Background: an optimization exercise with open tools, aiming at small area, a short achievable clock period and few clock cycles per item. Do not read the settings as production practice.
Only simulation tests tie the RTL to the original design; equivalence was not proved.
Power and IR drop assume default switching activity.

$ cat flow/flow/run.sh
#!/bin/bash
# The standard layout (standard.sh) with three changes:
# - no full-adder extraction before ABC (ADDER_MAP_FILE empty), so that ABC sees whole logic
#   cones and can time them;
# - ABC maps the logic with flow/abc_delay.script, a delay-oriented mapping, instead of ORFS's
#   abc_speed.script; the rest of the synthesis is synth_recipe.tcl unchanged;
# - the port buffers are the smallest plain buffer instead of the delay cell buffer_ports picks.
set -euo pipefail
here=$(pwd)
export ADDER_MAP_FILE=
export BUFFER_PORTS_ARGS="-buffer_cell sky130_fd_sc_hd__buf_1"
export MY_ABC_SCRIPT=$here/flow/abc_delay.script
{ head -n 1 synth_recipe.tcl; cat flow/abc_proc.tcl; tail -n +2 synth_recipe.tcl; } > flow_synth.tcl
sed "s|SYNTH_SCRIPT=[^ ]*|SYNTH_SCRIPT=$here/flow_synth.tcl|" standard.sh > flow_standard.sh
bash flow_standard.sh synth > synth.log 2>&1
bash standard.sh > layout.log 2>&1
$ cat flow/flow/abc_delay.script
strash
&get -n
&fraig -x
&put
scorr
dc2
strash
&get -n
&dch -f
&nf
&put
stime -p
$ cat flow/flow/abc_proc.tcl
# ABC maps the logic with the script MY_ABC_SCRIPT names instead of ORFS's.
proc abc {args} {
  set i [lsearch -exact $args -script]
  if { $i >= 0 } { lset args [expr {$i + 1}] $::env(MY_ABC_SCRIPT) }
  yosys abc {*}$args
}
$ cat flow/standard.sh
#!/bin/bash
# synth_recipe.tcl (not shown) runs the flow's synth.tcl, then flattens the netlist and writes it again
# the make line also repeats each setting of config.mk as NAME=value (left out here)
make -C /OpenROAD-flow-scripts/flow DESIGN_CONFIG=/design/flow/config.mk WORK_HOME=/design/flow/orfs CLKGATE_MAP_FILE= SYNTH_SCRIPT=/design/flow/synth_recipe.tcl "${@:-finish}"
$ cat flow/config.mk
export PLATFORM = sky130hd
export DESIGN_NAME = alu_scalar_seq_module
export DESIGN_NICKNAME = alu_scalar_seq_module
export VERILOG_FILES = /design/flow/design.v
export SDC_FILE = /design/flow/constraint.sdc
export NUM_CORES = 4
export LEC_CHECK = 0
export CAP_MARGIN = 20
export CORE_MARGIN = 2
export CORE_UTILIZATION = 40
export SETUP_SLACK_MARGIN = 4
export SLEW_MARGIN = 20
$ cat flow/constraint.sdc
create_clock -name core_clock -period 9.0 [get_ports {clk}]
set_input_delay 1.8000 -clock core_clock [delete_from_list [all_inputs] [get_ports {clk}]]
set_output_delay 1.8000 -clock core_clock [all_outputs]
set_load 0.01 [all_outputs]
$ cat flow/design.v
module alu_scalar_seq_module #(
    parameter int DATA_W = 8,
    parameter int DIM    = 5,
    localparam int NELEM = DIM * DIM,
    localparam int MAT_W = NELEM * DATA_W
) (
    input  logic              clk,
    input  logic              rst,
    input  logic              start,
    input  logic [MAT_W-1:0]  A_flat,
    input  logic [DATA_W-1:0] scalar,
    output logic [MAT_W-1:0]  C_flat,
    output logic              overflow_flag,
    output logic              busy,
    output logic              done
);
    localparam int N0 = (NELEM + 1) / 2;   
    localparam int N1 = NELEM - N0;        
    function automatic logic [15:0] ovf_thr(input logic [7:0] s);
        logic [15:0] thr;
        case (s)
            8'h00: thr = 16'h7f80;
            8'h01: thr = 16'h7f80;
            8'h02: thr = 16'h3fc0;
            8'h03: thr = 16'h2ad6;
            8'h04: thr = 16'h1fe0;
            8'h05: thr = 16'h19e7;
            8'h06: thr = 16'h15eb;
            8'h07: thr = 16'h12ee;
            8'h08: thr = 16'h0ff0;
            8'h09: thr = 16'h0ef2;
            8'h0a: thr = 16'h0cf4;
            8'h0b: thr = 16'h0bf5;
            8'h0c: thr = 16'h0af6;
            8'h0d: thr = 16'h09f7;
            8'h0e: thr = 16'h09f7;
            8'h0f: thr = 16'h08f8;
            8'h10: thr = 16'h07f8;
            8'h11: thr = 16'h07f9;
            8'h12: thr = 16'h07f9;
            8'h13: thr = 16'h06fa;
            8'h14: thr = 16'h06fa;
            8'h15: thr = 16'h06fa;
            8'h16: thr = 16'h05fb;
            8'h17: thr = 16'h05fb;
            8'h18: thr = 16'h05fb;
            8'h19: thr = 16'h05fb;
            8'h1a: thr = 16'h04fc;
            8'h1b: thr = 16'h04fc;
            8'h1c: thr = 16'h04fc;
            8'h1d: thr = 16'h04fc;
            8'h1e: thr = 16'h04fc;
            8'h1f: thr = 16'h04fc;
            8'h20: thr = 16'h03fc;
            8'h21: thr = 16'h03fd;
            8'h22: thr = 16'h03fd;
            8'h23: thr = 16'h03fd;
            8'h24: thr = 16'h03fd;
            8'h25: thr = 16'h03fd;
            8'h26: thr = 16'h03fd;
            8'h27: thr = 16'h03fd;
            8'h28: thr = 16'h03fd;
            8'h29: thr = 16'h03fd;
            8'h2a: thr = 16'h03fd;
            8'h2b: thr = 16'h02fe;
            8'h2c: thr = 16'h02fe;
            8'h2d: thr = 16'h02fe;
            8'h2e: thr = 16'h02fe;
            8'h2f: thr = 16'h02fe;
            8'h30: thr = 16'h02fe;
            8'h31: thr = 16'h02fe;
            8'h32: thr = 16'h02fe;
            8'h33: thr = 16'h02fe;
            8'h34: thr = 16'h02fe;
            8'h35: thr = 16'h02fe;
            8'h36: thr = 16'h02fe;
            8'h37: thr = 16'h02fe;
            8'h38: thr = 16'h02fe;
            8'h39: thr = 16'h02fe;
            8'h3a: thr = 16'h02fe;
            8'h3b: thr = 16'h02fe;
            8'h3c: thr = 16'h02fe;
            8'h3d: thr = 16'h02fe;
            8'h3e: thr = 16'h02fe;
            8'h3f: thr = 16'h02fe;
            8'h40: thr = 16'h01fe;
            8'h41: thr = 16'h01ff;
            8'h42: thr = 16'h01ff;
            8'h43: thr = 16'h01ff;
            8'h44: thr = 16'h01ff;
            8'h45: thr = 16'h01ff;
            8'h46: thr = 16'h01ff;
            8'h47: thr = 16'h01ff;
            8'h48: thr = 16'h01ff;
            8'h49: thr = 16'h01ff;
            8'h4a: thr = 16'h01ff;
            8'h4b: thr = 16'h01ff;
            8'h4c: thr = 16'h01ff;
            8'h4d: thr = 16'h01ff;
            8'h4e: thr = 16'h01ff;
            8'h4f: thr = 16'h01ff;
            8'h50: thr = 16'h01ff;
            8'h51: thr = 16'h01ff;
            8'h52: thr = 16'h01ff;
            8'h53: thr = 16'h01ff;
            8'h54: thr = 16'h01ff;
            8'h55: thr = 16'h01ff;
            8'h56: thr = 16'h01ff;
            8'h57: thr = 16'h01ff;
            8'h58: thr = 16'h01ff;
            8'h59: thr = 16'h01ff;
            8'h5a: thr = 16'h01ff;
            8'h5b: thr = 16'h01ff;
            8'h5c: thr = 16'h01ff;
            8'h5d: thr = 16'h01ff;
            8'h5e: thr = 16'h01ff;
            8'h5f: thr = 16'h01ff;
            8'h60: thr = 16'h01ff;
            8'h61: thr = 16'h01ff;
            8'h62: thr = 16'h01ff;
            8'h63: thr = 16'h01ff;
            8'h64: thr = 16'h01ff;
            8'h65: thr = 16'h01ff;
            8'h66: thr = 16'h01ff;
            8'h67: thr = 16'h01ff;
            8'h68: thr = 16'h01ff;
            8'h69: thr = 16'h01ff;
            8'h6a: thr = 16'h01ff;
            8'h6b: thr = 16'h01ff;
            8'h6c: thr = 16'h01ff;
            8'h6d: thr = 16'h01ff;
            8'h6e: thr = 16'h01ff;
            8'h6f: thr = 16'h01ff;
            8'h70: thr = 16'h01ff;
            8'h71: thr = 16'h01ff;
            8'h72: thr = 16'h01ff;
            8'h73: thr = 16'h01ff;
            8'h74: thr = 16'h01ff;
            8'h75: thr = 16'h01ff;
            8'h76: thr = 16'h01ff;
            8'h77: thr = 16'h01ff;
            8'h78: thr = 16'h01ff;
            8'h79: thr = 16'h01ff;
            8'h7a: thr = 16'h01ff;
            8'h7b: thr = 16'h01ff;
            8'h7c: thr = 16'h01ff;
            8'h7d: thr = 16'h01ff;
            8'h7e: thr = 16'h01ff;
            8'h7f: thr = 16'h01ff;
            8'h80: thr = 16'h0100;
            8'h81: thr = 16'h01ff;
            8'h82: thr = 16'h01ff;
            8'h83: thr = 16'h01ff;
            8'h84: thr = 16'h01ff;
            8'h85: thr = 16'h01ff;
            8'h86: thr = 16'h01ff;
            8'h87: thr = 16'h01ff;
            8'h88: thr = 16'h01ff;
            8'h89: thr = 16'h01ff;
            8'h8a: thr = 16'h01ff;
            8'h8b: thr = 16'h01ff;
            8'h8c: thr = 16'h01ff;
            8'h8d: thr = 16'h01ff;
            8'h8e: thr = 16'h01ff;
            8'h8f: thr = 16'h01ff;
            8'h90: thr = 16'h01ff;
            8'h91: thr = 16'h01ff;
            8'h92: thr = 16'h01ff;
            8'h93: thr = 16'h01ff;
            8'h94: thr = 16'h01ff;
            8'h95: thr = 16'h01ff;
            8'h96: thr = 16'h01ff;
            8'h97: thr = 16'h01ff;
            8'h98: thr = 16'h01ff;
            8'h99: thr = 16'h01ff;
            8'h9a: thr = 16'h01ff;
            8'h9b: thr = 16'h01ff;
            8'h9c: thr = 16'h01ff;
            8'h9d: thr = 16'h01ff;
            8'h9e: thr = 16'h01ff;
            8'h9f: thr = 16'h01ff;
            8'ha0: thr = 16'h01ff;
            8'ha1: thr = 16'h01ff;
            8'ha2: thr = 16'h01ff;
            8'ha3: thr = 16'h01ff;
            8'ha4: thr = 16'h01ff;
            8'ha5: thr = 16'h01ff;
            8'ha6: thr = 16'h01ff;
            8'ha7: thr = 16'h01ff;
            8'ha8: thr = 16'h01ff;
            8'ha9: thr = 16'h01ff;
            8'haa: thr = 16'h01ff;
            8'hab: thr = 16'h01ff;
            8'hac: thr = 16'h01ff;
            8'had: thr = 16'h01ff;
            8'hae: thr = 16'h01ff;
            8'haf: thr = 16'h01ff;
            8'hb0: thr = 16'h01ff;
            8'hb1: thr = 16'h01ff;
            8'hb2: thr = 16'h01ff;
            8'hb3: thr = 16'h01ff;
            8'hb4: thr = 16'h01ff;
            8'hb5: thr = 16'h01ff;
            8'hb6: thr = 16'h01ff;
            8'hb7: thr = 16'h01ff;
            8'hb8: thr = 16'h01ff;
            8'hb9: thr = 16'h01ff;
            8'hba: thr = 16'h01ff;
            8'hbb: thr = 16'h01ff;
            8'hbc: thr = 16'h01ff;
            8'hbd: thr = 16'h01ff;
            8'hbe: thr = 16'h01ff;
            8'hbf: thr = 16'h01ff;
            8'hc0: thr = 16'h02ff;
            8'hc1: thr = 16'h02fe;
            8'hc2: thr = 16'h02fe;
            8'hc3: thr = 16'h02fe;
            8'hc4: thr = 16'h02fe;
            8'hc5: thr = 16'h02fe;
            8'hc6: thr = 16'h02fe;
            8'hc7: thr = 16'h02fe;
            8'hc8: thr = 16'h02fe;
            8'hc9: thr = 16'h02fe;
            8'hca: thr = 16'h02fe;
            8'hcb: thr = 16'h02fe;
            8'hcc: thr = 16'h02fe;
            8'hcd: thr = 16'h02fe;
            8'hce: thr = 16'h02fe;
            8'hcf: thr = 16'h02fe;
            8'hd0: thr = 16'h02fe;
            8'hd1: thr = 16'h02fe;
            8'hd2: thr = 16'h02fe;
            8'hd3: thr = 16'h02fe;
            8'hd4: thr = 16'h02fe;
            8'hd5: thr = 16'h02fe;
            8'hd6: thr = 16'h03fd;
            8'hd7: thr = 16'h03fd;
            8'hd8: thr = 16'h03fd;
            8'hd9: thr = 16'h03fd;
            8'hda: thr = 16'h03fd;
            8'hdb: thr = 16'h03fd;
            8'hdc: thr = 16'h03fd;
            8'hdd: thr = 16'h03fd;
            8'hde: thr = 16'h03fd;
            8'hdf: thr = 16'h03fd;
            8'he0: thr = 16'h04fd;
            8'he1: thr = 16'h04fc;
            8'he2: thr = 16'h04fc;
            8'he3: thr = 16'h04fc;
            8'he4: thr = 16'h04fc;
            8'he5: thr = 16'h04fc;
            8'he6: thr = 16'h04fc;
            8'he7: thr = 16'h05fb;
            8'he8: thr = 16'h05fb;
            8'he9: thr = 16'h05fb;
            8'hea: thr = 16'h05fb;
            8'heb: thr = 16'h06fa;
            8'hec: thr = 16'h06fa;
            8'hed: thr = 16'h06fa;
            8'hee: thr = 16'h07f9;
            8'hef: thr = 16'h07f9;
            8'hf0: thr = 16'h08f9;
            8'hf1: thr = 16'h08f8;
            8'hf2: thr = 16'h09f7;
            8'hf3: thr = 16'h09f7;
            8'hf4: thr = 16'h0af6;
            8'hf5: thr = 16'h0bf5;
            8'hf6: thr = 16'h0cf4;
            8'hf7: thr = 16'h0ef2;
            8'hf8: thr = 16'h10f1;
            8'hf9: thr = 16'h12ee;
            8'hfa: thr = 16'h15eb;
            8'hfb: thr = 16'h19e7;
            8'hfc: thr = 16'h20e1;
            8'hfd: thr = 16'h2ad6;
            8'hfe: thr = 16'h40c1;
            8'hff: thr = 16'h7f81;
            default: thr = 16'h7f80;
        endcase
        ovf_thr = thr;
    endfunction
    function automatic logic [1:0] fa(input logic x, input logic y, input logic z);
        fa = {(x & y) | (x & z) | (y & z), x ^ y ^ z};
    endfunction
    function automatic logic [1:0] ha(input logic x, input logic y);
        ha = {x & y, x ^ y};
    endfunction
    function automatic logic maj(input logic x, input logic y, input logic z);
        maj = (x & y) | (x & z) | (y & z);
    endfunction
    function automatic logic [7:0] lane_mul(input logic [7:0] e, input logic [7:0] s,
                                            input logic [7:0] t);
        logic [7:0] r0, r1, r2, r3;    
        logic [8:0] sx;
        logic       d1, d2, d3;
        logic [1:0] k2, k3, k4, k5a, k5b, k6a, k6b, k7a, k7b, k7c;
        logic [7:0] c;
        sx = {s, 1'b0};
        for (int k = 0; k < 4; k++) begin
            d1 = !e[2*k+1] &  e[2*k];
            d2 =  e[2*k+1] & !e[2*k];
            d3 =  e[2*k+1] &  e[2*k];
            for (int j = 0; j < 8; j++) begin
                logic b;
                b = (d1 & s[j]) | (d2 & sx[j]) | (d3 & t[j]);
                case (k)
                    0: r0[j] = b;
                    1: r1[j] = b;
                    2: r2[j] = b;
                    default: r3[j] = b;
                endcase
            end
        end
        c[0] = r0[0];
        c[1] = r0[1];
        k2   = ha(r0[2], r1[0]);
        c[2] = k2[0];
        k3   = fa(r0[3], r1[1], k2[1]);
        c[3] = k3[0];
        k4   = fa(r0[4], r1[2], r2[0]);
        k5a  = ha(k4[0], k3[1]);
        c[4] = k5a[0];
        k5b  = fa(r0[5], r1[3], r2[1]);
        k6a  = fa(k5b[0], k4[1], k5a[1]);
        c[5] = k6a[0];
        k6b  = fa(r0[6], r1[4], r2[2]);
        k7a  = fa(k6b[0], r3[0], k5b[1]);
        k7b  = ha(k7a[0], k6a[1]);
        c[6] = k7b[0];
        c[7] = r0[7] ^ r1[5] ^ r2[3] ^ r3[1] ^ k6b[1] ^ k7a[1] ^ k7b[1];
        lane_mul = c;
    endfunction
    function automatic logic lane_ovf(input logic [7:0] e, input logic [6:0] nhi,
                                      input logic [6:0] nl, input logic m0);
        logic g, m;
        g = 1'b0;    
        m = m0;      
        for (int i = 0; i < 7; i++) begin
            g = maj(e[i], nhi[i], g);
            m = maj(e[i], nl[i], m);
        end
        lane_ovf = e[7] ? !m : g;
    endfunction
    logic                 busy_q, done_q, ovf_q;
    logic [DATA_W-1:0]    s_q;    
    logic [N0-1:0]        v_q;    
    logic [N0*DATA_W-1:0] c_q;    
    logic [N1*DATA_W-1:0] h_q;    
    logic                 accept;
    logic [DATA_W-1:0]    m_s, m_t;
    logic [7:0]           m_hi, m_lo, m_l;
    logic [6:0]           m_nhi, m_nl;
    logic                 m_m0;
    logic [N0*DATA_W-1:0] m_a, m_c;
    logic [N0-1:0]        m_v;
    assign accept = start & ~busy_q;
    always_comb begin
        m_s = busy_q ? s_q : scalar;
        m_t = m_s + {m_s[6:0], 1'b0};
        {m_hi, m_lo} = ovf_thr(m_s);
        m_l   = m_lo ^ 8'h80;
        m_nhi = ~m_hi[6:0];
        m_nl  = m_l[7] ? 7'd0 : ~m_l[6:0];
        m_m0  = !m_l[7];
        m_a = A_flat[N0*DATA_W-1:0];
        if (busy_q) m_a[N1*DATA_W-1:0] = h_q;
        for (int l = 0; l < N0; l++) begin
            m_c[l*DATA_W +: DATA_W] = lane_mul(m_a[l*DATA_W +: DATA_W], m_s, m_t);
            m_v[l] = lane_ovf(m_a[l*DATA_W +: DATA_W], m_nhi, m_nl, m_m0);
        end
    end
    always_ff @(posedge clk) begin
        s_q <= scalar;
        if (accept || busy_q) v_q <= m_v;
        if (accept) c_q <= m_c;
        if (accept) h_q <= A_flat[MAT_W-1:N0*DATA_W];
        else if (busy_q) h_q <= m_c[N1*DATA_W-1:0];
    end
    always_ff @(posedge clk or posedge rst) begin
        if (rst) begin
            busy_q <= 1'b0;
            done_q <= 1'b0;
            ovf_q  <= 1'b0;
        end else begin
            busy_q <= accept;
            done_q <= busy_q;
            if (busy_q) ovf_q <= |v_q;
        end
    end
    assign C_flat        = {h_q, c_q};
    assign overflow_flag = ovf_q | (|v_q[N1-1:0]);
    assign busy          = busy_q;
    assign done          = done_q;
endmodule
==> results of run 1 <==
==> path summary, 6_finish.rpt <==
path | startpoint | endpoint | slack, ns | cells after the start
worst max-delay path | scalar[4] | h_q[55]$_DFFE_PP_ | 3.99 | 16
worst min-delay path | v_q[12]$_DFFE_PP_ | ovf_q$_DFFE_PP0P_ | 0.52 | 2
worst max register to register | busy_q$_DFF_PP0_ | h_q[63]$_DFFE_PP_ | 4.30 | 13
worst min register to register | v_q[12]$_DFFE_PP_ | ovf_q$_DFFE_PP0P_ | 0.52 | 2
max in group asynchronous | rst | done_q$_DFF_PP0_ | 7.73 | 2
min in group asynchronous | rst | busy_q$_DFF_PP0_ | 1.08 | 2
==> through the flow <==
| step | cell area (um2) | std cells | utilization (%) | power, mW |
|---|---|---|---|---|
| after floorplan | 19620 | 2238 | - | 4.151 |
| after global placement | 22450 | 3300 | 47.02 | 5.010 |
| after detailed placement | 22450 | 3300 | 47.02 | 5.076 |
| after CTS | 23940 | 3393 | 50.15 | 6.362 |
| after global routing | 24140 | 3404 | 50.55 | 6.777 |
| final | 24140 | 3406 | 50.56 | 6.413 |
==> layout make-up <==
cell class,count,area [um2],area share (%)
Tap cell,615,769.5,3.188
Clock inverter,10,178.9,0.7412
Sequential cell,224,6635,27.49
Antenna cell,2,5.005,0.02073
Timing Repair Buffer,496,2312,9.578
Clock buffer,38,757.0,3.136
Multi-Input combinational cell,1992,13370,55.36
Inverter,29,117.6,0.4872
==> report_power, final <==
part           internal, mW  switching (mW)  total, mW  leakage, nW
Clock                 0.724           0.459       1.18        0.452
Sequential             1.62           0.147       1.77         2.20
Combinational          1.40            2.06       3.46         5.80
==> repair_timing <==
action	4_1_cts	5_1_grt
setup buffers	40	9
pin swaps	14	1
cloned	5	2
endpoints found under the setup margin	85	25
resized for setup	36	24
==> state kept, by name, indices dropped and copies added (netlist names) <==
signal and cells:
h_q 96, busy_q 1, s_q 8, ovf_q 1, done_q 1, v_q 13, c_q 104
==> metal layers <==
layer  up-vias  track usage (%)
met1     10060            42.96
met5         -                0
li1       9491                -
met4         2            13.40
met2      1325            50.31
met3       266            6.794
==> worst max-delay path, stage by stage <==
cell and delay [ns]:
sky130_fd_sc_hd__buf_2 0.21, sky130_fd_sc_hd__mux2_2 0.20, sky130_fd_sc_hd__buf_6 0.36, sky130_fd_sc_hd__nand2_1 0.30, sky130_fd_sc_hd__o41ai_2 0.13, sky130_fd_sc_hd__a21oi_2 0.05, sky130_fd_sc_hd__buf_4 0.19, sky130_fd_sc_hd__xor2_4 0.24
sky130_fd_sc_hd__a222oi_1 0.37, sky130_fd_sc_hd__buf_4 0.18, sky130_fd_sc_hd__clkinv_1 0.05, sky130_fd_sc_hd__maj3_1 0.36, sky130_fd_sc_hd__xnor2_1 0.27, sky130_fd_sc_hd__xnor2_1 0.17, sky130_fd_sc_hd__xnor2_1 0.10, sky130_fd_sc_hd__mux2_1 0.29
==> synth_stat cells (14+ instances only) <==
cell type and number:
sky130_fd_sc_hd__a21oi_1 88, sky130_fd_sc_hd__a221oi_1 42, sky130_fd_sc_hd__a22oi_1 40, sky130_fd_sc_hd__a31oi_1 26, sky130_fd_sc_hd__clkinv_1 29, sky130_fd_sc_hd__edfxtp_1 213
sky130_fd_sc_hd__maj3_1 44, sky130_fd_sc_hd__mux2_1 90, sky130_fd_sc_hd__mux2i_1 93, sky130_fd_sc_hd__nand2_1 479, sky130_fd_sc_hd__nand2b_1 30, sky130_fd_sc_hd__nand3_1 28
sky130_fd_sc_hd__nor2_1 283, sky130_fd_sc_hd__nor2b_1 24, sky130_fd_sc_hd__nor3_1 37, sky130_fd_sc_hd__o21ai_0 98, sky130_fd_sc_hd__o221ai_1 52, sky130_fd_sc_hd__o22ai_1 89
sky130_fd_sc_hd__or2_0 14, sky130_fd_sc_hd__xnor2_1 222, sky130_fd_sc_hd__xor2_1 46
==> cell families after synthesis <==
kind of cell / share of synthesized area [%]
compound gates: 19.32
xor+xnor: 13.64
fa+ha+maj: 2.274
buf+inv: 0.5620
flops: 34.24
mux: 10.04
simple gates: 19.94
==> metrics list, run 1 <==
- The flow ran to the end and the layout has no timing, DRC or antenna violations.
* IO Count: 414
- Timing would allow up to 199.8 MHz.
- Tightest Pin Transition: 1.227 ns
- Post-cts hold buffer count: 0
* Yosys top cell by area: sky130_fd_sc_hd__edfxtp_1
* Count of flip-flops with a built-in enable after synthesis: 213
- Post-detailed-routing wire length: 84,330 um
- At the end of the flow, the number of nets in the layout was 2,980.
- DR vias: 21.15k
* Met3 wirelength from detailed routing: 9097 um
* Maximum level of the CTS H-tree: 1
- Vias in the first global route: 20.23k
* Count of cell types in the netlist: 56
- The path class of the tightest hold or removal check is reg2reg.
* Flip-flop cell with the highest count after synthesis: sky130_fd_sc_hd__edfxtp_1
- Asr flop ratio synth: 1.339%
- After synthesis the netlist holds a flip-flop and latch count of 224.
- The worst pin sits at a relative slew slack of 18.19%.
- The detailed router finished its first iteration with 2,452 violations.
- DR WL met2: 36,940 um
* Power per unit of standard cell area: 265.6 nW/um2
- Area of the core region: 47,750 um2
* Filler Cell Count: 4,631
* Total die area: 50,200 um2
- Leaving out fill and tap cells, the most frequent cell in the layout is sky130_fd_sc_hd__nand2_1.
- STA classifies the critical path startpoint as an input pin.
- Maximum clock skew at final layout: 0.02406 ns
* Root buffer cell: sky130_fd_sc_hd__clkbuf_16
- In the post-synthesis netlist, the biggest area contributors are sky130_fd_sc_hd__edfxtp_1 33%, sky130_fd_sc_hd__xnor2_1 10%, sky130_fd_sc_hd__nand2_1 9.3%, sky130_fd_sc_hd__nor2_1 5.5%, sky130_fd_sc_hd__mux2_1 5.2%.
- Wire length on met1: 34,130 um
- Relative to the synthesized area, the layout overhead comes to 24.64%.
- Static leakage: 8.449 nW
* Period utilization: 55.62%
- Worst-skew pair later-pin latency: 0.57 ns
- Detail Placement HPWL: 54,680 um
- Number of violations of the max-capacitance limit: 0
* Total global routing overflow: 0
- Setup repair after global routing missed its margin: true
* Clock sink total: 224
- The highest metal layer carrying signal wires in the routed design is met5.
- Crit Path Class: in2reg
- TritonCTS built the clock tree.
* Final-report hold violation count: 0
- Number of buffers added by the clock tree synthesis step: 26
* Data arrival, critical path: 5.31 ns
- IR analysis of the VDD net gives a maximum drop of 163.9 uV.
- Final-report setup violation count: 0
- Std cell rows: 80
* Number of remaining DRC errors: 0
* Synth warn: 1
* Drt wl/cell: 24.76 um
* Layout cells sized above 1: 8.426%
- Initial standard-cell utilization of the core: 40.57%
- Of all nets on the critical path, the largest fanout is 36.
- The worst path in the final design needs a cycle of 5.006 ns, including I/O delays and setup.
- Number of routed nets with antenna violations: 0
- The share of synthesized area in the top cell type comes to 33.02%.
- First-pass GRT wire length: 123,800 um
* Final weighted congestion in routability-driven placement: 0.9337
- Summed instance area of the synthesized netlist: 19,370 um2
- Once routing completed, OpenROAD measured the worst setup slack at 3.994 ns.
* Worst endpoint required time: 9.30 ns
- The number of max-slew violations in the final report came to 0.
- Tot GR Track Use: 32.10%
- Counting every net in the synthesized netlist gives 2,449.
- The worst setup path is captured at a flip-flop.
* Die width: 224.1 um
- Leaving out fill and tap cells, the most frequent cells in the layout are 472 x sky130_fd_sc_hd__nand2_1, 409 x sky130_fd_sc_hd__buf_1, 276 x sky130_fd_sc_hd__nor2_1, 213 x sky130_fd_sc_hd__xnor2_1, 213 x sky130_fd_sc_hd__edfxtp_1.
- First-pass DRT Iterations: 6
- Worst hold slack after final layout: 0.5151 ns
- Bufs on Longest Clock Path: 3
- Post-Place Setup Slack: 2.484 ns
- Vertical die dimension: 224.1 um
- Largest net degree at the start of global routing: 115
- For the final routed database, the setup TNS stands at 0 ns.
- DR vias/cell: 6.209
- IO buf count: 413
* Per-instance average area after synthesis: 8.654 um2
* Initial antenna violation count: 4
- After synthesis, flip-flops and latches occupy 34.24% of the total area.
- Mapped Cells: 2,238
- Clock slew at the register clock pins of the worst setup and hold paths: 0.07 ns
Testbench counts, summed over its fixed seeds: cycles 1,920, items 960.
==> run 2, diff against run 1 <==
==> flow/flow/abc_delay.script (replaced) <==
strash
&get -n
&fraig -x
&put
scorr
dc2
strash
&get -n
&dch -f
&nf -p
&put
buffer -p
upsize
dnsize
stime -p
==> run 2 against run 1 <==
Clock skew fell by 0.0063 ns. Register-to-register slack got worse by 0.16 ns. Sequential power barely moved. Non-clock buffer count did not move. Largest power group unchanged. Via count fell by 0.39%. Still clean.
==> metrics list, run 2 <==
- The flow ran to the end and the layout has no timing, DRC or antenna violations.
- The worst register-to-register path ends at v_q[5]$_DFFE_PP_.
- Tot GR Track Use: 30.64% (-1.5 points)
- TritonCTS built the clock tree.
- Final-report hold violation count: 0 (unchanged)
- The path class of the tightest hold or removal check is reg2reg.
* Pins Over Slew Limit: 0 (unchanged)
- The achievable clock frequency came to 200.4 MHz (+0.34%).
- The total negative slack for setup checks was 0 ns (unchanged).
* Slack of the worst reg-to-reg path: 4.14 ns (-0.16 ns)
- The time the worst path needs with I/O delays and setup is 4.989 ns (-0.01687 ns).
* Summed instance area of the synthesized netlist: 20,220 um2 (+4.4%)
- Cell area reported after detailed placement: 22,470 um2 (+0.11%)
- The routed via count divided by cell count was 6.081 (-2.1%).
* Layout cells sized above 1: 10.53% (+2.1 points)
- Count of routing violations after the opening detailed-route iteration: 2,383 (-2.8%)
- The worst slew margin relative to its limit is 16.92% (-1.3 points).
- Sorting the synthesized cells by how often they occur yields 453 x sky130_fd_sc_hd__nand2_1, 281 x sky130_fd_sc_hd__nor2_1, 213 x sky130_fd_sc_hd__edfxtp_1, 213 x sky130_fd_sc_hd__xnor2_1, 98 x sky130_fd_sc_hd__clkbuf_1.
- Most flop-heavy register: c_q
* Share of power burned in combinational logic: 55.0% (+1.0 points)
- From synthesis to final layout, the design area changed by 19.56%.
- The number of iterations in the first detailed-routing pass came to 9 (+3).
- Number of violations of the max-capacitance limit: 0 (unchanged)
* Syn_nets: 2,599 (+6.1%)
* Detail Placement HPWL: 56,660 um (+3.6%)
- The via total after detailed routing was 21.07k (-0.39%).
* Crit Path Class: in2reg
* Switching power total: 2.697 mW (+1.0%)
* Initial antenna violation count: 0 (-4)
- The synthesis-stage register bit count came to 224 (unchanged).
* Portion of total power attributed to the clock network: 17.1% (-1.3 points)
* Placed cell count: 3,365 (+2.0%)
- In the post-synthesis netlist, the biggest area contributors are sky130_fd_sc_hd__edfxtp_1 32%, sky130_fd_sc_hd__xnor2_1 9.2%, sky130_fd_sc_hd__nand2_1 8.4%, sky130_fd_sc_hd__nor2_1 5.2%, sky130_fd_sc_hd__mux2_2 5.0%.
- The most critical setup path has its endpoint at h_q[7]$_DFFE_PP_.
- Biggest cell delay along the critical path: 0.50 ns (+0.13 ns)
- The static leakage is 8.469 nW (+0.24%).
- The power per unit of standard cell area is 262.6 nW/um2 (-1.1%).
* Seq/Total Area, Yosys: 32.80% (-1.4 points)
- Leading cell type by number of instances after synthesis: sky130_fd_sc_hd__nand2_1
* Share of synthesized cell area in full adder, half adder and majority cells: 1.832% (-0.44 points)
* Nature of the critical path endpoint: flip-flop
* Count of flip-flops with a built-in enable after synthesis: 213 (unchanged)
- Count of cells along the worst register-to-register path: 12 (-1)
* Largest net degree at the start of global routing: 116 (+0.87%)
- Std cell rows: 82 (+2.5%)
- Dominant combinational cell family by area after synthesis: simple AND/OR/NAND/NOR gates
* Period utilization: 55.43% (-0.19 points)
- The maximum count of clock buffers along a single path came to 3 (unchanged).
* Worst endpoint required time: 9.32 ns (+0.02 ns)
- Maximum clock skew at final layout: 0.01780 ns (-0.006265 ns)
* IO buf count: 413 (unchanged)
- Area of the core region: 50,070 um2 (+4.9%)
- The portion of synthesized cell area occupied by the leading cell type is 31.64% (-1.4 points).
- Total die area: 52,350 um2 (+4.3%)
- The power share of the sequential group was 27.9% (+0.3 points).
- First-pass GRT wire length: 122,600 um (-1.0%)
* Cell internal power dissipation: 3.651 mW (-2.5%)
- Top Registers: c_q x104, h_q x96, v_q x13
- The worst-path maximum fanout came to 15 (-58%).
- Critical-path cell with the highest stage delay: sky130_fd_sc_hd__mux2_2
- The count of nets left with antenna violations after detail routing is 0 (unchanged).
- Filler Cell Count: 5,031 (+8.6%)
- The via count of the first global-routing pass is 20.18k (-0.22%).
- Leading cell type in the layout, fill and taps excluded: sky130_fd_sc_hd__nand2_1
* Yosys top cell by area: sky130_fd_sc_hd__edfxtp_1
- Area taken by flip-flops and latches: 6635 um2 (unchanged)
- First element of the critical path: scalar[4]
- The startpoint identified for the worst register-to-register timing path is busy_q$_DFF_PP0_.
* Clock slew at the register clock pins of the worst setup and hold paths: 0.06 ns (about the same)
* Final standard cell area without fillers: 24,170 um2 (+0.12%)
- Compound-gate portion of the synthesized area: 19.29% (-0.023 points)
- The post-synthesis async set-or-reset flop share was 1.339% (unchanged).
- The number of buffers added by the clock tree synthesis step was 29 (+12%).
* Tightest Pin Transition: 1.244 ns (+0.01660 ns)
* Count of cell types in the netlist: 82 (+46%)
- The tree is rooted in a sky130_fd_sc_hd__clkbuf_16.
- Ordered list of cells on the worst path: buf_1 -> mux2_2 -> nand2_1 -> o41ai_2 -> a21oi_4 -> xor2_4 -> a221o_1 -> xor2_1 -> xor2_1 -> xnor3_1 -> nand2b_1 -> xnor2_1 -> mux2_2
* Initial standard-cell utilization of the core: 40.38% (-0.19 points)
- Critical path depth in cells: 13 (-3)
- Post-cts hold buffer count: 0 (unchanged)
* Xor/xnor cell area share of the yosys netlist: 12.84% (-0.80 points)
* IO Count: 414 (unchanged)
* Post-synthesis share of cell area spent on and, or, nand and nor gates: 19.48% (-0.45 points)
- Clock sink total: 224 (unchanged)
* Final-report setup violation count: 0 (unchanged)
- Die width: 228.8 um (+2.1%)
* Peak VDD IR: 188.7 uV (+15%)
* Drt wl/cell: 24.96 um (+0.81%)
- On the critical path the largest part of the delay comes from XOR/XNOR gates.
- Flip-flop cell with the highest count after synthesis: sky130_fd_sc_hd__edfxtp_1
- Data arrival, critical path: 5.31 ns (about the same)
- The H-tree depth is 1 (unchanged).
* Critical Path Source Type: input pin
- Combined area of the multi-input logic cells: 13,310 um2 (-0.43%)
* Per-instance average area after synthesis: 8.466 um2 (-2.2%)
- Most used cells in the layout excluding fill and tap cells: 452 x sky130_fd_sc_hd__nand2_1, 411 x sky130_fd_sc_hd__buf_1, 280 x sky130_fd_sc_hd__nor2_1, 213 x sky130_fd_sc_hd__edfxtp_1, 209 x sky130_fd_sc_hd__xnor2_1
* Synth warn: 1 (unchanged)
- The final net count was 2,980 (unchanged).
* Buffer and inverter count on the worst path: 1 (-4)
- Multiplexer fraction of the synthesized cell area: 9.884% (-0.15 points)
* Setup repair after global routing missed its margin: true
* Vertical die dimension: 228.8 um (+2.1%)
- The total length of routed wires came to 86,460 um (+2.5%).
- Total global routing overflow: 0 (unchanged)
* Switch share: 42.48% (+0.87 points)
* Mapped Cells: 2,388 (+6.7%)
- Number of remaining DRC errors: 0 (unchanged)
- Largest register FFs: 104 (unchanged)
* Worst-skew pair later-pin latency: 0.58 ns (about the same)
* Final weighted congestion in routability-driven placement: 0.9532 (+2.1%)
* Final std cells w/o fill: 3,464 (+1.7%)
==> run 2: cell count changes after synthesis, sizes merged, moves of 8 or more <==
cell     change
a2111oi      +9
a221oi       -9
buf         +52
clkbuf      +98
clkinv      -29
inv         +21
maj3         -8
nand2       -26
nand2b      +26
nor2b        +9
o221a        -8
o311ai       +9
or2          -8
==> run 2: how the worst min path moves through the flow <==
stage                              endpoint               from  cells after the start
after floorplan           ovf_q$_DFFE_PP0P_  v_q[12]$_DFFE_PP_                      2
after global placement    ovf_q$_DFFE_PP0P_  v_q[12]$_DFFE_PP_                      2
after detailed placement  ovf_q$_DFFE_PP0P_  v_q[12]$_DFFE_PP_                      2
after CTS                 ovf_q$_DFFE_PP0P_  v_q[12]$_DFFE_PP_                      2
after global routing      ovf_q$_DFFE_PP0P_  v_q[12]$_DFFE_PP_                      2
final                     ovf_q$_DFFE_PP0P_  v_q[12]$_DFFE_PP_                      2
==> run 2: cells by family after synthesis <==
group                    Yosys count
AND/OR/NAND/NOR                  933
AO/OA/AOI/OAI                    566
XOR/XNOR                         274
flip-flops                       224
multiplexers                     184
buffers and inverters            171
adder cells (fa/ha/maj)           36
==> run 2: repair_timing <==
action | CTS | global route
gates cloned | 0 | 8
setup buffers | 20 | 17
endpoints found under the setup margin | 85 | 34
pin swaps | 4 | 7
resized for setup | 35 | 49
==> run 2: layout make-up <==
cell class,instances,share of cell area [%]
Antenna cell,1,0.01035
Clock buffer,39,3.158
Clock inverter,14,0.3468
Inverter,21,0.3572
Multi-Input combinational cell,1997,55.06
Sequential cell,224,27.45
Tap cell,672,3.479
Timing Repair Buffer,496,10.14
==> run 2: power groups by stage <==
stage	clock, mW	combinational (mW)	sequential [mW]
after global routing	1.13	3.76	1.80
final	1.08	3.49	1.77
after global placement	0	3.23	1.78
after CTS	1.11	3.37	1.77
after detailed placement	0	3.29	1.78
after floorplan	0	2.28	1.88
==> run 2: through the flow <==
step / setup WS (ns) / total power [mW] / hold slack, ns / util (%)
5_1_grt: 3.939 / 6.698 / 0.5492 / 48.27
4_1_cts: 3.978 / 6.246 / 0.4855 / 47.32
2_1_floorplan: 4.130 / 4.159 / 0.4520 / -
6_report: 4.011 / 6.347 / 0.5248 / 48.27
3_5_place_dp: 2.265 / 5.074 / 0.4750 / 44.88
3_3_place_gp: 2.435 / 5.011 / 0.4715 / 44.87
==> run 2: routing by layer <==
| layer | up-vias | global-route usage (%) | share of wire, % |
|---|---|---|---|
| met5 | - | 0 | 0 |
| met4 | 0 | 15.32 | 5.7 |
| met3 | 245 | 5.639 | 9.7 |
| met2 | 1234 | 50.61 | 46 |
| met1 | 10070 | 38.44 | 39 |
| li1 | 9522 | - | - |
==> run 2: worst min-delay path, stage by stage, from the launching register on <==
cell and delay [ns]:
sky130_fd_sc_hd__edfxtp_1 0.31, sky130_fd_sc_hd__o21ai_0 0.09, sky130_fd_sc_hd__o21ai_0 0.09
==> run 3, diff against run 2 <==
--- a/flow/flow/run.sh
+++ b/flow/flow/run.sh
@@ -1,8 +1,10 @@
 #!/bin/bash
-# The standard layout (standard.sh) with three changes:
+# The standard layout (standard.sh) with three changes to how it is made:
 # - no full-adder extraction before ABC (ADDER_MAP_FILE empty), so that ABC sees whole logic
 #   cones and can time them;
-# - ABC maps the logic with flow/abc_delay.script, a delay-oriented mapping, instead of ORFS's
-#   abc_speed.script; the rest of the synthesis is synth_recipe.tcl unchanged;
+# - ABC maps the logic with flow/abc_delay.script (best-delay mapping with area recovery, then
+#   ABC's own buffering and sizing) instead of ORFS's abc_speed.script; the rest of the
+#   synthesis is synth_recipe.tcl unchanged, so the registers are the standard synthesis's;
 # - the port buffers are the smallest plain buffer instead of the delay cell buffer_ports picks.
+# Each step's output goes to synth.log and layout.log here, and ORFS's own logs under orfs/logs.
 set -euo pipefail
--- a/flow/config.mk
+++ b/flow/config.mk
@@ -10,3 +10,3 @@
 export CORE_UTILIZATION = 40
-export SETUP_SLACK_MARGIN = 4
+export SETUP_SLACK_MARGIN = 4.3
 export SLEW_MARGIN = 20
==> run 3 against run 2 <==
Still clean on timing, DRC and antenna. Count of clock-buffer cells in the layout is 6 lower. Cell area is 6.3% higher. Maximum frequency is 4.9% higher. Setup slack better by 0.23 ns. Via count is 4.6% higher. Critical path depth is 1 lower. Die area stayed put. Clock skew is 0.0061 ns lower. Register-to-register slack better by 0.42 ns. Clock power hardly changed.
==> metrics list, run 3 <==
* Flip-flop cell with the highest count after synthesis: sky130_fd_sc_hd__edfxtp_1
- The tree is rooted in a sky130_fd_sc_hd__clkbuf_16.
- The filler-free cell count of the finished design came to 3,536 (+2.1%).
- Synth warn: 1 (unchanged)
* Total die area: 52,350 um2 (unchanged)
- The total length of routed wires came to 92,890 um (+7.4%).
- The number of iterations in the first detailed-routing pass came to 7 (-2).
- Drt wl/cell: 26.27 um (+5.3%)
* Period utilization: 52.85% (-2.6 points)
* Synth cell count leaders: 453 x sky130_fd_sc_hd__nand2_1, 281 x sky130_fd_sc_hd__nor2_1, 213 x sky130_fd_sc_hd__edfxtp_1, 213 x sky130_fd_sc_hd__xnor2_1, 98 x sky130_fd_sc_hd__clkbuf_1
- FF-to-FF Start: busy_q$_DFF_PP0_
* Setup repair after global routing missed its margin: true
- The worst setup path is captured at a flip-flop.
- The post-synth net total was 2,599 (unchanged).
- Total power of the final layout: 6.623 mW (+4.3%)
* Area of the core region: 50,070 um2 (unchanged)
* Class of the most critical hold timing path: reg2reg
- The largest registers in the layout are c_q x104, h_q x96, v_q x13.
- Area added between synthesis and finish: 27.13%
* Bufs on Longest Clock Path: 3 (unchanged)
- The clock-pin transition on the worst setup and hold timing paths was 0.07 ns (about the same).
- The H-tree depth was 1 (unchanged).
- Combined area of the multi-input logic cells: 13,920 um2 (+4.6%)
- The via count of the first global-routing pass is 20.53k (+1.7%).
- Most used cells in the layout excluding fill and tap cells: 446 x sky130_fd_sc_hd__nand2_1, 407 x sky130_fd_sc_hd__buf_1, 273 x sky130_fd_sc_hd__nor2_1, 213 x sky130_fd_sc_hd__edfxtp_1, 200 x sky130_fd_sc_hd__xnor2_1
- Leading cell type by number of instances after synthesis: sky130_fd_sc_hd__nand2_1
* IO buf count: 413 (unchanged)
- The portion of synthesized cell area occupied by the leading cell type is 31.64% (unchanged).
- DR vias: 22.03k (+4.6%)
- The number of failing hold endpoints at the final stage was 0 (unchanged).
* Tot GR Track Use: 32.49% (+1.8 points)
- Leading post-synthesis cells by cell area: sky130_fd_sc_hd__edfxtp_1 32%, sky130_fd_sc_hd__xnor2_1 9.2%, sky130_fd_sc_hd__nand2_1 8.4%, sky130_fd_sc_hd__nor2_1 5.2%, sky130_fd_sc_hd__mux2_2 5.0%
- Post-synthesis sequential element count: 224 (unchanged)
- End-of-flow core utilization: 51.33% (+3.1 points)
* Maximum clock skew at final layout: 0.01172 ns (-0.006078 ns)
* Count of routing violations after the opening detailed-route iteration: 2,683 (+13%)
- The count of hold-fix buffers inserted at cts is 0 (unchanged).
* Count of flip-flops with a built-in enable after synthesis: 213 (unchanged)
- Critical Path Source Type: input pin
- The sink count of the clock tree is 224 (unchanged).
- The total negative slack for setup checks is 0 ns (unchanged).
- Number of violations of the max-capacitance limit: 0 (unchanged)
- The path with the worst hold slack has its endpoint at ovf_q$_DFFE_PP0P_.
- The flip-flop count of the largest register after layout is 104 (unchanged).
- The worst-path maximum fanout came to 19 (+4).
- The total congestion overflow after global routing is 0 (unchanged).
- The power per unit of standard cell area came to 257.7 nW/um2 (-1.9%).
- Crit Path Class: in2reg
- The post-synthesis async set-or-reset flop share is 1.339% (unchanged).
- Die width: 228.8 um (unchanged)
- The arrival time of data at the critical path endpoint was 5.07 ns (-0.24 ns).
- FF-to-FF End: h_q[31]$_DFFE_PP_
- Highest achievable clock rate: 210.2 MHz (+4.9%)
* TritonCTS clock tree: yes
- The number of buffers added by the clock tree synthesis step was 27 (-6.9%).
- The portion of the post-synthesis area used by sequential elements came to 32.80% (unchanged).
* Most flop-heavy register: c_q
- Mapped Cells: 2,388 (unchanged)
* Static leakage: 9.158 nW (+8.1%)
- The total of fill cells in the finished design came to 4,855 (-3.5%).
- The final net count came to 3,056 (+2.6%).
* WHS Path Cells: 2 (unchanged)
- Initial antenna violation count: 6 (+6)
* Relative slew margins: 23.78% (+6.9 points)
- The storage element area came to 6635 um2 (unchanged).
- The last weighted congestion value of the routability-driven placer came to 0.9707 (+1.8%).
- The total I/O pin count is 414 (unchanged).
- The logic depth of the worst register-to-register path is 12 (unchanged).
- Number of routed nets with antenna violations: 0 (unchanged)
* DR vias/cell: 6.231 (+2.5%)
- Layout cells sized above 1: 15.69% (+5.2 points)
- Worst endpoint required time: 9.32 ns (about the same)
- Peak VDD IR: 166.1 uV (-12%)
- The count of cell types in the netlist was 82 (unchanged).
* Detail Placement HPWL: 56,420 um (-0.42%)
- The placed instance count is 3,363 (-0.059%).
- Slack of the worst reg-to-reg path: 4.56 ns (+0.42 ns)
- Yosys top cell by area: sky130_fd_sc_hd__edfxtp_1
- The mean instance size in the synthesized netlist came to 8.466 um2 (unchanged).
- Number of remaining DRC errors: 0 (unchanged)
- Initial standard-cell utilization of the core: 40.38% (unchanged)
* Worst-skew pair later-pin latency: 0.57 ns (about the same)
- The maximum number of pins on one net before global-route repair came to 112 (-3.4%).
* Min-Delay Startpoint: v_q[12]$_DFFE_PP_
* Tightest Pin Transition: 1.143 ns (-0.1004 ns)
- The global-route wire length before repair was 128,700 um (+5.0%).
- Summed instance area of the synthesized netlist: 20,220 um2 (unchanged)
* Vertical die dimension: 228.8 um (unchanged)
* Time the worst path needs with I/O delays and setup: 4.756 ns (-0.2325 ns)
* Final-report setup violation count: 0 (unchanged)
- Pins Over Slew Limit: 0 (unchanged)
* Std cell rows: 82 (unchanged)
* Leading cell type in the layout, fill and taps excluded: sky130_fd_sc_hd__nand2_1
* Result of the run: complete, no violations
-- run 3: layout make-up --
class / count / area share, %
inverter: 21 / 0.3359
clock inverter: 12 / 0.4382
clock buffer: 33 / 2.717
antenna: 3 / 0.02921
tap: 672 / 3.272
multi-input combinational: 2006 / 54.17
sequential: 224 / 25.82
timing repair buffer: 565 / 13.22
-- run 3: critical path: stages --
cell                       delay [ns]
sky130_fd_sc_hd__buf_1           0.34
sky130_fd_sc_hd__mux2i_4         0.11
sky130_fd_sc_hd__buf_4           0.28
sky130_fd_sc_hd__nor2_2          0.39
sky130_fd_sc_hd__nand2_1         0.33
sky130_fd_sc_hd__o21ai_2         0.93
sky130_fd_sc_hd__a22oi_1         0.14
sky130_fd_sc_hd__a21oi_1         0.25
sky130_fd_sc_hd__a221o_1         0.14
sky130_fd_sc_hd__o221ai_1        0.10
sky130_fd_sc_hd__a21oi_1         0.18
sky130_fd_sc_hd__a21oi_1         0.06
-- run 3: cell families (layout without fill, tap and decap cells) --
logic type / Yosys count / after routing / share of synthesized area (%)
multiplexers: 184 / 192 / 9.884
flip-flops: 224 / 224 / 32.80
AO/OA/AOI/OAI: 566 / 570 / 19.29
adder cells (fa/ha/maj): 36 / 36 / 1.832
other: 0 / 3 / 0
XOR/XNOR: 274 / 274 / 12.84
buffers and inverters: 171 / 631 / 3.868
AND/OR/NAND/NOR: 933 / 934 / 19.48
-- run 3: how the worst max path moves through the flow --
| stage | start | to | slack (ns) | cells after the start |
|---|---|---|---|---|
| 6_report | scalar[6] | v_q[3]$_DFFE_PP_ | 4.24 | 12 |
| 2_1_floorplan | scalar[2] | v_q[9]$_DFFE_PP_ | 4.27 | 15 |
| 3_3_place_gp | scalar[2] | h_q[31]$_DFFE_PP_ | 2.54 | 14 |
| 3_5_place_dp | scalar[2] | h_q[47]$_DFFE_PP_ | 2.50 | 15 |
| 5_1_grt | scalar[3] | v_q[4]$_DFFE_PP_ | 4.18 | 14 |
| 4_1_cts | scalar[1] | h_q[31]$_DFFE_PP_ | 4.30 | 15 |
-- run 3: where the power goes --
group	switching [mW]	total [mW]	internal, mW	leakage [nW]
clock network	0.459	1.06	0.602	0.390
logic	2.20	3.79	1.59	6.57
registers	0.149	1.77	1.62	2.20
-- run 3: stage by stage --
step / setup WS [ns] / hold WS, ns / instance area (um2)
final: 4.244 / 0.5142 / 25700
after global routing: 4.183 / 0.5576 / 25690
after CTS: 4.301 / 0.5111 / 24480
after detailed placement: 2.504 / 0.4992 / 22510
after global placement: 2.544 / 0.4732 / 22510
after floorplan: 4.270 / 0.4520 / 20320
-- run 3: layer usage --
layer | share of wire [%] | GRT usage [%] | routed length (um) | up-vias
li1 | - | - | - | 9688
met1 | 38 | 42.46 | 35620 | 10490
met2 | 44 | 51.65 | 40770 | 1533
met3 | 12 | 6.799 | 11370 | 315
met4 | 5.5 | 14.83 | 5127 | 2
met5 | 0.012 | 0 | 11 | -
-- run 3: repair_timing --
action                                  in CTS  in global routing
pin swaps                                   16                 38
cloned                                      14                 13
endpoints found under the setup margin     114                 42
setup buffers                               46                 52
resized for setup                           91                127
==> run 4, diff against run 3 <==
--- a/flow/flow/run.sh
+++ b/flow/flow/run.sh
@@ -4,3 +4,3 @@
 #   cones and can time them;
-# - ABC maps the logic with flow/abc_delay.script (best-delay mapping with area recovery, then
+# - ABC maps the logic with flow/abc_delay.script (best-delay mapping with area and edge recovery, then
 #   ABC's own buffering and sizing) instead of ORFS's abc_speed.script; the rest of the
==> flow/flow/abc_delay.script (replaced) <==
strash
&get -n
&fraig -x
&put
scorr
dc2
strash
&get -n
&dch -f
&nf -p -E 100
&put
buffer -p
upsize
dnsize
stime -p
--- a/flow/config.mk
+++ b/flow/config.mk
@@ -10,3 +10,3 @@
 export CORE_UTILIZATION = 40
-export SETUP_SLACK_MARGIN = 4.3
+export SETUP_SLACK_MARGIN = 3.8
 export SLEW_MARGIN = 20
==> run 4 against run 3 <==
Via count shrank 9.9%. Final cell count shrank 9.1%. Sequential power is essentially flat. Setup slack lost 0.40 ns. Maximum frequency shrank 7.8%. Global-route usage shrank 3.3 points. Still clean. Synthesized cell count shrank 7.4%. Non-clock buffer count shrank 90.
==> metrics list, run 4 <==
* Per-instance average area after synthesis: 8.756 um2 (+3.4%)
- Mapped Cells: 2,212 (-7.4%)
- The pre-CTS setup slack came to 2.540 ns (+0.03632 ns).
- Total power of the final layout: 6.174 mW (-6.8%)
- Synth warn: 1 (unchanged)
* Final weighted congestion in routability-driven placement: 0.9437 (-2.8%)
- The biggest area contributor in the post-synthesis netlist is sky130_fd_sc_hd__edfxtp_1.
- Tot GR Track Use: 29.22% (-3.3 points)
- The number of max-slew violations in the final report came to 0 (unchanged).
- Largest net degree at the start of global routing: 74 (-34%)
- Peak VDD IR: 168.9 uV (+1.7%)
- In the final layout, the registers with the most flip-flops are c_q x104, h_q x96, v_q x13.
- Setup repair after global routing missed its margin: false
- The power per unit of standard cell area came to 268.4 nW/um2 (+4.1%).
* Number of violations of the max-capacitance limit: 0 (unchanged)
- The standard-cell row count came to 80 (-2.4%).
- Static leakage: 8.220 nW (-10%)
- First-pass DRT Iterations: 14 (+7)
- The total I/O pin count was 414 (unchanged).
- The maximum count of clock buffers along a single path is 3 (unchanged).
- The area of the mapped netlist was 19,370 um2 (-4.2%).
* Final-report setup violation count: 0 (unchanged)
* DR vias/cell: 6.173 (-0.93%)
- The global-route wire length before repair came to 113,500 um (-12%).
* End-of-flow core utilization: 48.18% (-3.1 points)
* Seq/Total Area, Yosys: 34.24% (+1.4 points)
- The count of flip-flops with a built-in enable after synthesis is 213 (unchanged).
* Leading cell type by number of instances after synthesis: sky130_fd_sc_hd__nand2_1
* Fraction of synthesized cell area taken by the top area cell type: 33.03% (+1.4 points)
- Relative slew margins: 24.69% (+0.91 points)
- Class of the most critical hold timing path: reg2reg
- The count of cell types in the netlist is 76 (-7.3%).
- Detail Placement HPWL: 50,670 um (-10%)
- The number of port buffers was 413 (unchanged).
- Vertical die dimension: 224.0 um (-2.1%)
- Critical Path Source Type: input pin
- The effective utilization at floorplan came to 40.56% (+0.19 points).
* Initial antenna violation count: 1 (-5)
* Ant. Diodes: 0 (-3)
* Flip-flop cell with the highest count after synthesis: sky130_fd_sc_hd__edfxtp_1
- Crit Path Class: in2reg
* Clock slew at the register clock pins of the worst setup and hold paths: 0.07 ns (about the same)
* Number of buffers added by the clock tree synthesis step: 27 (unchanged)
- The transition time of the tightest slew-check pin was 1.124 ns (-0.01873 ns).
* Leading post-synthesis cells by cell area: sky130_fd_sc_hd__edfxtp_1 33%, sky130_fd_sc_hd__xnor2_1 9.6%, sky130_fd_sc_hd__nand2_1 7.4%, sky130_fd_sc_hd__a222oi_1 7.2%, sky130_fd_sc_hd__nor2_1 6.1%
- Die width: 224.0 um (-2.1%)
* Fin nets: 2,792 (-8.6%)
- The design area came to 23,000 um2 (-10%).
* Cell area reported after detailed placement: 21,580 um2 (-4.2%)
* Maximum level of the CTS H-tree: 1 (unchanged)
* Aggregate negative setup slack: 0 ns (unchanged)
* Most flop-heavy register: c_q
- The library cell used most frequently in the layout, excluding fill and tap cells, is sky130_fd_sc_hd__buf_1.
- DR vias: 19.84k (-9.9%)
- The starting DRC count in detailed routing is 2,718 (+1.3%).
- Root buffer cell: sky130_fd_sc_hd__clkbuf_16
- The total congestion overflow after global routing came to 0 (unchanged).
- Nature of the critical path endpoint: flip-flop
* Maximum clock skew at final layout: 0.02172 ns (+0.009997 ns)
* Number of routed nets with antenna violations: 0 (unchanged)
- Post-cts hold buffer count: 0 (unchanged)
- The final worst setup slack was 3.840 ns (-0.4036 ns).
- Synth cell count leaders: 382 x sky130_fd_sc_hd__nand2_1, 316 x sky130_fd_sc_hd__nor2_1, 213 x sky130_fd_sc_hd__edfxtp_1, 213 x sky130_fd_sc_hd__xnor2_1, 140 x sky130_fd_sc_hd__a222oi_1
- The worst-path maximum fanout came to 21 (+2).
- Post-synthesis sequential element count: 224 (unchanged)
- Area added between synthesis and finish: 18.78%
* Worst-skew pair later-pin latency: 0.57 ns (about the same)
- The arrival time of data at the critical path endpoint is 5.46 ns (+0.39 ns).
* Drt wl/cell: 24.03 um (-8.5%)
- Result of the run: complete, no violations
- Time the worst path needs with I/O delays and setup: 5.160 ns (+0.4036 ns)
- The data required time of the worst path is 9.30 ns (-0.02 ns).
- Most used cells in the layout excluding fill and tap cells: 412 x sky130_fd_sc_hd__buf_1, 381 x sky130_fd_sc_hd__nand2_1, 313 x sky130_fd_sc_hd__nor2_1, 213 x sky130_fd_sc_hd__edfxtp_1, 211 x sky130_fd_sc_hd__xnor2_1
- The post-route DRC violation count is 0 (unchanged).
* TritonCTS clock tree: yes
* Vias in the first global route: 19.08k (-7.1%)
* Layout cells sized above 1: 8.619% (-7.1 points)
- The flip-flop count of the largest register after layout is 104 (unchanged).
- Total die area: 50,190 um2 (-4.1%)
- The sink count of the clock tree is 224 (unchanged).
- Syn_nets: 2,423 (-6.8%)
* Final-report hold violation count: 0 (unchanged)
* Area of the core region: 47,750 um2 (-4.6%)
- Highest achievable clock rate: 193.8 MHz (-7.8%)
- Period utilization: 57.33% (+4.5 points)
- Post-detailed-routing wire length: 77,220 um (-17%)
- Asr flop ratio synth: 1.339% (unchanged)
[run 4: cell types whose count changed in the layout (fill, tap and decap cells not counted), sizes merged, moves of 14 or more]
| cell | previous run | this run |
|---|---|---|
| mux2 | 96 | 60 |
| a21oi | 92 | 40 |
| o21ai | 106 | 77 |
| a31oi | 31 | 17 |
| o221ai | 52 | 7 |
| a222oi | 4 | 140 |
| nand2 | 453 | 384 |
| a211oi | 1 | 22 |
| nor2 | 282 | 316 |
| a22oi | 47 | 15 |
| o22ai | 91 | 52 |
| a221oi | 33 | 17 |
| buf | 550 | 474 |
[run 4: per-stage QoR]
stage	hold slack [ns]	std cells
global route	0.5713	3214
finish	0.5275	3214
floorplan	0.4520	2212
CTS	0.5304	3193
detailed placement	0.5188	3134
global placement	0.5132	3134
[run 4: worst max-delay path, cell delays in order]
cell and delay, ns:
sky130_fd_sc_hd__buf_1 0.11, sky130_fd_sc_hd__mux2_2 0.77, sky130_fd_sc_hd__nand2_1 0.58, sky130_fd_sc_hd__nand2_1 0.26, sky130_fd_sc_hd__xnor2_2 0.22, sky130_fd_sc_hd__buf_4 0.32
sky130_fd_sc_hd__a222oi_1 0.52, sky130_fd_sc_hd__xnor2_1 0.16, sky130_fd_sc_hd__xnor2_1 0.19, sky130_fd_sc_hd__xnor2_1 0.16, sky130_fd_sc_hd__xnor2_1 0.10, sky130_fd_sc_hd__mux2_2 0.26
[run 4: kinds of logic after synthesis]
| logic type | count (synthesis) | synth area share, % |
|---|---|---|
| compound gates | 498 | 19.93 |
| fa+ha+maj | 32 | 1.667 |
| mux | 156 | 8.495 |
| simple gates | 869 | 18.83 |
| buf+inv | 163 | 3.669 |
| xor+xnor | 270 | 13.17 |
| flops | 224 | 34.24 |
[run 4: cell type report]
| type | instances | area (um2) |
|---|---|---|
| Timing Repair Buffer | 475 | 2142 |
| Clock buffer | 32 | 694.4 |
| Fill cell | 4655 | 24740 |
| Sequential cell | 224 | 6635 |
| Multi-Input combinational cell | 1830 | 12500 |
| Tap cell | 615 | 769.5 |
| Clock inverter | 15 | 173.9 |
| Inverter | 23 | 91.34 |
[run 4: final timing paths]
check                      cells after the start  slack, ns               from                end
min in group asynchronous                      2       1.09                rst   busy_q$_DFF_PP0_
min                                            2       0.53  ovf_q$_DFFE_PP0P_  ovf_q$_DFFE_PP0P_
max in group asynchronous                      2       7.74                rst   busy_q$_DFF_PP0_
min reg2reg                                    2       0.53  ovf_q$_DFFE_PP0P_  ovf_q$_DFFE_PP0P_
max                                           12       3.84          scalar[7]  h_q[55]$_DFFE_PP_
max reg2reg                                   11       4.10   busy_q$_DFF_PP0_  h_q[47]$_DFFE_PP_
[run 4: repair_timing]
item,in CTS,in global routing
pin swaps,4,7
endpoints found under the setup margin,74,41
buffers inserted,10,18
cloned,2,3
gates resized for setup,15,33
[run 4: per-layer routing]
| metal | share of wire, % | vias up | wire (um) | track usage [%] |
|---|---|---|---|---|
| met3 | 10 | 173 | 7715 | 4.892 |
| met4 | 4.2 | 2 | 3219 | 12.54 |
| met2 | 46 | 1137 | 35530 | 47.49 |
| met5 | 0.021 | - | 16 | 0 |
| li1 | - | 8999 | - | - |
| met1 | 40 | 9529 | 30740 | 38.40 |
[run 4: report_power, final]
part	internal [mW]	switching, mW
clock network	0.640	0.474
registers	1.62	0.146
logic	1.35	1.94
==> run 5, diff against run 4 <==
--- a/flow/config.mk
+++ b/flow/config.mk
@@ -10,3 +10,3 @@
 export CORE_UTILIZATION = 40
-export SETUP_SLACK_MARGIN = 3.8
+export SETUP_SLACK_MARGIN = 4
 export SLEW_MARGIN = 20
==> run 5 against run 4 <==
Setup slack better by 0.24 ns. Total power is 1.0% higher. Highest routed layer unchanged. Critical path type unchanged. Maximum frequency is 5.0% higher. Clock power hardly changed. Register-to-register slack better by 0.19 ns. Cell area is 1.2% higher. Area after synthesis stayed put. Via count is 1.0% higher. Die area stayed put.
==> metrics list, run 5 <==
- The most common cell in the synthesized netlist is sky130_fd_sc_hd__nand2_1.
- The total length of routed wires is 79,270 um (+2.6%).
* Crit Path Class: in2reg
- The post-synth net total came to 2,423 (unchanged).
* Leading cell type in the layout, fill and taps excluded: sky130_fd_sc_hd__buf_1
* Post-synthesis sequential element count: 224 (unchanged)
- The worst clock skew is 0.02002 ns (-0.001696 ns).
- Die width: 224.0 um (unchanged)
- The top cell types in the final layout, fill and taps aside, are 411 x sky130_fd_sc_hd__buf_1, 380 x sky130_fd_sc_hd__nand2_1, 311 x sky130_fd_sc_hd__nor2_1, 213 x sky130_fd_sc_hd__edfxtp_1, 209 x sky130_fd_sc_hd__xnor2_1.
- The arrival time of data at the critical path endpoint was 5.23 ns (-0.23 ns).
* Initial antenna violation count: 1 (unchanged)
- The power per unit of standard cell area was 268.0 nW/um2 (-0.15%).
* Synth warn: 1 (unchanged)
* Pins Over Slew Limit: 0 (unchanged)
- The average wire per standard cell is 24.52 um (+2.0%).
* Critical Path Source Type: input pin
- Ant. Diodes: 0 (unchanged)
- Most flop-heavy register: c_q
- The die extent in y came to 224.0 um (unchanged).
* Leading post-synthesis cells by cell area: sky130_fd_sc_hd__edfxtp_1 33%, sky130_fd_sc_hd__xnor2_1 9.6%, sky130_fd_sc_hd__nand2_1 7.4%, sky130_fd_sc_hd__a222oi_1 7.2%, sky130_fd_sc_hd__nor2_1 6.1%
- Counting stages on the worst path, the most repeated cell is sky130_fd_sc_hd__xnor2_1.
- Top Registers: c_q x104, h_q x96, v_q x13
- The proportion of synthesized area in mux cells is 8.495% (unchanged).
- The count of cell types in the netlist came to 76 (unchanged).
- The total negative slack for setup checks is 0 ns (unchanged).
- Share of synthesized cell area in full adder, half adder and majority cells: 1.667% (unchanged)
- Worst-skew pair later-pin latency: 0.57 ns (about the same)
* Max FO, Critical Path: 47 (+120%)
- The routed via count divided by cell count is 6.200 (+0.44%).
- Period utilization: 54.61% (-2.7 points)
- Setup repair after global routing could not meet its margin everywhere.
- The total I/O pin count came to 414 (unchanged).
- Cell area reported after detailed placement: 21,580 um2 (unchanged)
- Asr flop ratio synth: 1.339% (unchanged)
- The placeable core area came to 47,750 um2 (unchanged).
- Total power of the final layout: 6.236 mW (+1.0%)
- Final standard cell area without fillers: 23,270 um2 (+1.2%)
* Worst endpoint required time: 9.31 ns (about the same)
- The maximum number of pins on one net before global-route repair came to 74 (unchanged).
- Number of violations of the max-capacitance limit: 0 (unchanged)
* Number of remaining DRC errors: 0 (unchanged)
- Root buffer cell: sky130_fd_sc_hd__clkbuf_16
- Total global routing overflow: 0 (unchanged)
- The H-tree depth is 1 (unchanged).
- Filler Cell Count: 4,653 (-0.043%)
- Count of routing violations after the opening detailed-route iteration: 2,835 (+4.3%)
- Detail Placement HPWL: 50,670 um (unchanged)
* Mapped Cells: 2,212 (unchanged)
- Ordered list of cells on the worst path: buf_1 -> mux2_2 -> buf_12 -> nand2_8 -> nand2_2 -> o311ai_4 -> xnor2_4 -> buf_6 -> a222oi_1 -> xnor3_1 -> xnor2_1 -> xnor2_1 -> nand2_1 -> xnor2_1 -> mux2_2
* Final weighted congestion in routability-driven placement: 0.9437 (unchanged)
- The multi-input gate area in the final layout was 12,610 um2 (+0.91%).
* Class of the most critical hold timing path: reg2reg
- Total die area: 50,190 um2 (unchanged)
- The static leakage came to 8.345 nW (+1.5%).
- Clock slew at the register clock pins of the worst setup and hold paths: 0.07 ns (about the same)
- Vias in the first global route: 19.32k (+1.2%)
- Initial standard-cell utilization of the core: 40.56% (unchanged)
- Compound-gate portion of the synthesized area: 19.93% (unchanged)
- The worst supply voltage drop on vdd was 167.4 uV (-0.91%).
* Relative slew margins: 22.78% (-1.9 points)
- Biggest cell delay along the critical path: 0.44 ns (-0.33 ns)
* Fin nets: 2,811 (+0.68%)
* Yosys top cell by area: sky130_fd_sc_hd__edfxtp_1
- The count of hold-fix buffers inserted at cts is 0 (unchanged).
- First-pass DRT Iterations: 14 (unchanged)
* TritonCTS clock tree: yes
* Critical-path cell with the highest stage delay: sky130_fd_sc_hd__a222oi_1
- The number of buffers added by the clock tree synthesis step is 27 (unchanged).
- Placed cell count: 3,134 (unchanged)
- From synthesis to final layout, the design area changed by 20.16%.
- The count of nets left with antenna violations after detail routing is 0 (unchanged).
* Count of flip-flops with a built-in enable after synthesis: 213 (unchanged)
* Highest achievable clock rate: 203.5 MHz (+5.0%)
- The portion of the post-synthesis area used by sequential elements came to 34.24% (unchanged).
* Layout cells sized above 1: 9.626% (+1.0 points)
- IO buf count: 413 (unchanged)
- The filler-free cell count of the finished design was 3,233 (+0.59%).
- The setup-violating endpoint count in the final report came to 0 (unchanged).
* Xor/xnor cell area share of the yosys netlist: 13.17% (unchanged)
- The area of the mapped netlist came to 19,370 um2 (unchanged).
- Post-synthesis share of cell area spent on and, or, nand and nor gates: 18.83% (unchanged)
- The run finished with no timing, DRC or antenna violations.
- Final-report hold violation count: 0 (unchanged)
- Time the worst path needs with I/O delays and setup: 4.915 ns (-0.2450 ns)
- Dominant combinational cell family by area after synthesis: compound AO/OA/AOI/OAI gates
- Tot GR Track Use: 30.08% (+0.86 points)
- Area taken by flip-flops and latches: 6635 um2 (unchanged)
- DR vias: 20.05k (+1.0%)
- Ranked by instance count, the synthesized netlist is headed by 382 x sky130_fd_sc_hd__nand2_1, 316 x sky130_fd_sc_hd__nor2_1, 213 x sky130_fd_sc_hd__edfxtp_1, 213 x sky130_fd_sc_hd__xnor2_1, 140 x sky130_fd_sc_hd__a222oi_1.
- The portion of synthesized cell area occupied by the leading cell type came to 33.03% (unchanged).
- The sink count of the clock tree came to 224 (unchanged).
* Per-instance average area after synthesis: 8.756 um2 (unchanged)
- The flip-flop count of the largest register after layout came to 104 (unchanged).
- The maximum count of clock buffers along a single path came to 3 (unchanged).
* Nature of the critical path endpoint: flip-flop
- First-pass GRT wire length: 116,000 um (+2.3%)
* Std cell rows: 80 (unchanged)
- Among all flip-flop cells after synthesis, the most frequent one is sky130_fd_sc_hd__edfxtp_1.
* Tightest Pin Transition: 1.153 ns (+0.02847 ns)
## run 5: cell counts after synthesis
Identical to the previous run, type by type.
## run 5: path summary, 6_finish.rpt
path	slack [ns]	end	cells past startpoint	from
setup / recovery	4.08	h_q[39]$_DFFE_PP_	15	scalar[5]
hold / removal	0.53	ovf_q$_DFFE_PP0P_	2	ovf_q$_DFFE_PP0P_
setup reg to reg	4.29	h_q[47]$_DFFE_PP_	11	busy_q$_DFF_PP0_
hold reg to reg	0.53	ovf_q$_DFFE_PP0P_	2	ovf_q$_DFFE_PP0P_
max in group asynchronous	7.74	busy_q$_DFF_PP0_	2	rst
min in group asynchronous	1.09	busy_q$_DFF_PP0_	2	rst
## run 5: power breakdown
group	internal, mW	switching, mW
Combinational	1.39	1.97
Clock	0.640	0.472
Sequential	1.62	0.147
Total	3.64	2.59
## run 5: final cells by class
class | instances | share of cell area (%)
Multi-Input combinational cell | 1832 | 54.20
Sequential cell | 224 | 28.51
Timing Repair Buffer | 492 | 9.861
Tap cell | 615 | 3.307
Clock buffer | 32 | 2.984
Clock inverter | 15 | 0.7474
Inverter | 23 | 0.3925
## run 5: kinds of logic (layout without fill, tap and decap cells)
logic type,count (synthesis),after routing
adders and majority gates,32,32
and+or+nand+nor,869,869
buffers and inverters,163,562
muxes,156,159
xor gates and xnor gates,270,271
DFF,224,224
AOI/OAI and AO/OA,498,501
## run 5: timing repair
item                                    CTS  global route
hold endpoints to repair                  0             0
cloned                                    6             3
buffers inserted                         12            31
pin swaps                                12            20
gates resized for setup                  29            44
endpoints found under the setup margin   98            43
## run 5: routing by layer
metal,GRT usage [%],vias to the layer above,wire [um]
li1,-,9033,-
met1,39.24,9547,31180
met2,48.91,1245,36470
met3,5.889,218,8385
met4,12.22,2,3221
met5,0,-,16
## run 5: worst max-delay path: cells and delay by family
family / cells / cell delay, ns
multiplexers: 2 / 0.57
buffers and inverters: 3 / 0.50
AND/OR/NAND/NOR: 3 / 0.36
XOR/XNOR: 5 / 1.11
AO/OA/AOI/OAI: 2 / 0.83
## run 5: through the flow
step / hold WS (ns) / setup slack, ns / utilization [%]
floorplan: 0.4520 / 4.208 / -
global placement: 0.5132 / 2.696 / 45.19
detailed placement: 0.5188 / 2.540 / 45.19
CTS: 0.5304 / 3.954 / 47.81
global route: 0.5713 / 3.900 / 48.74
finish: 0.5290 / 4.085 / 48.74
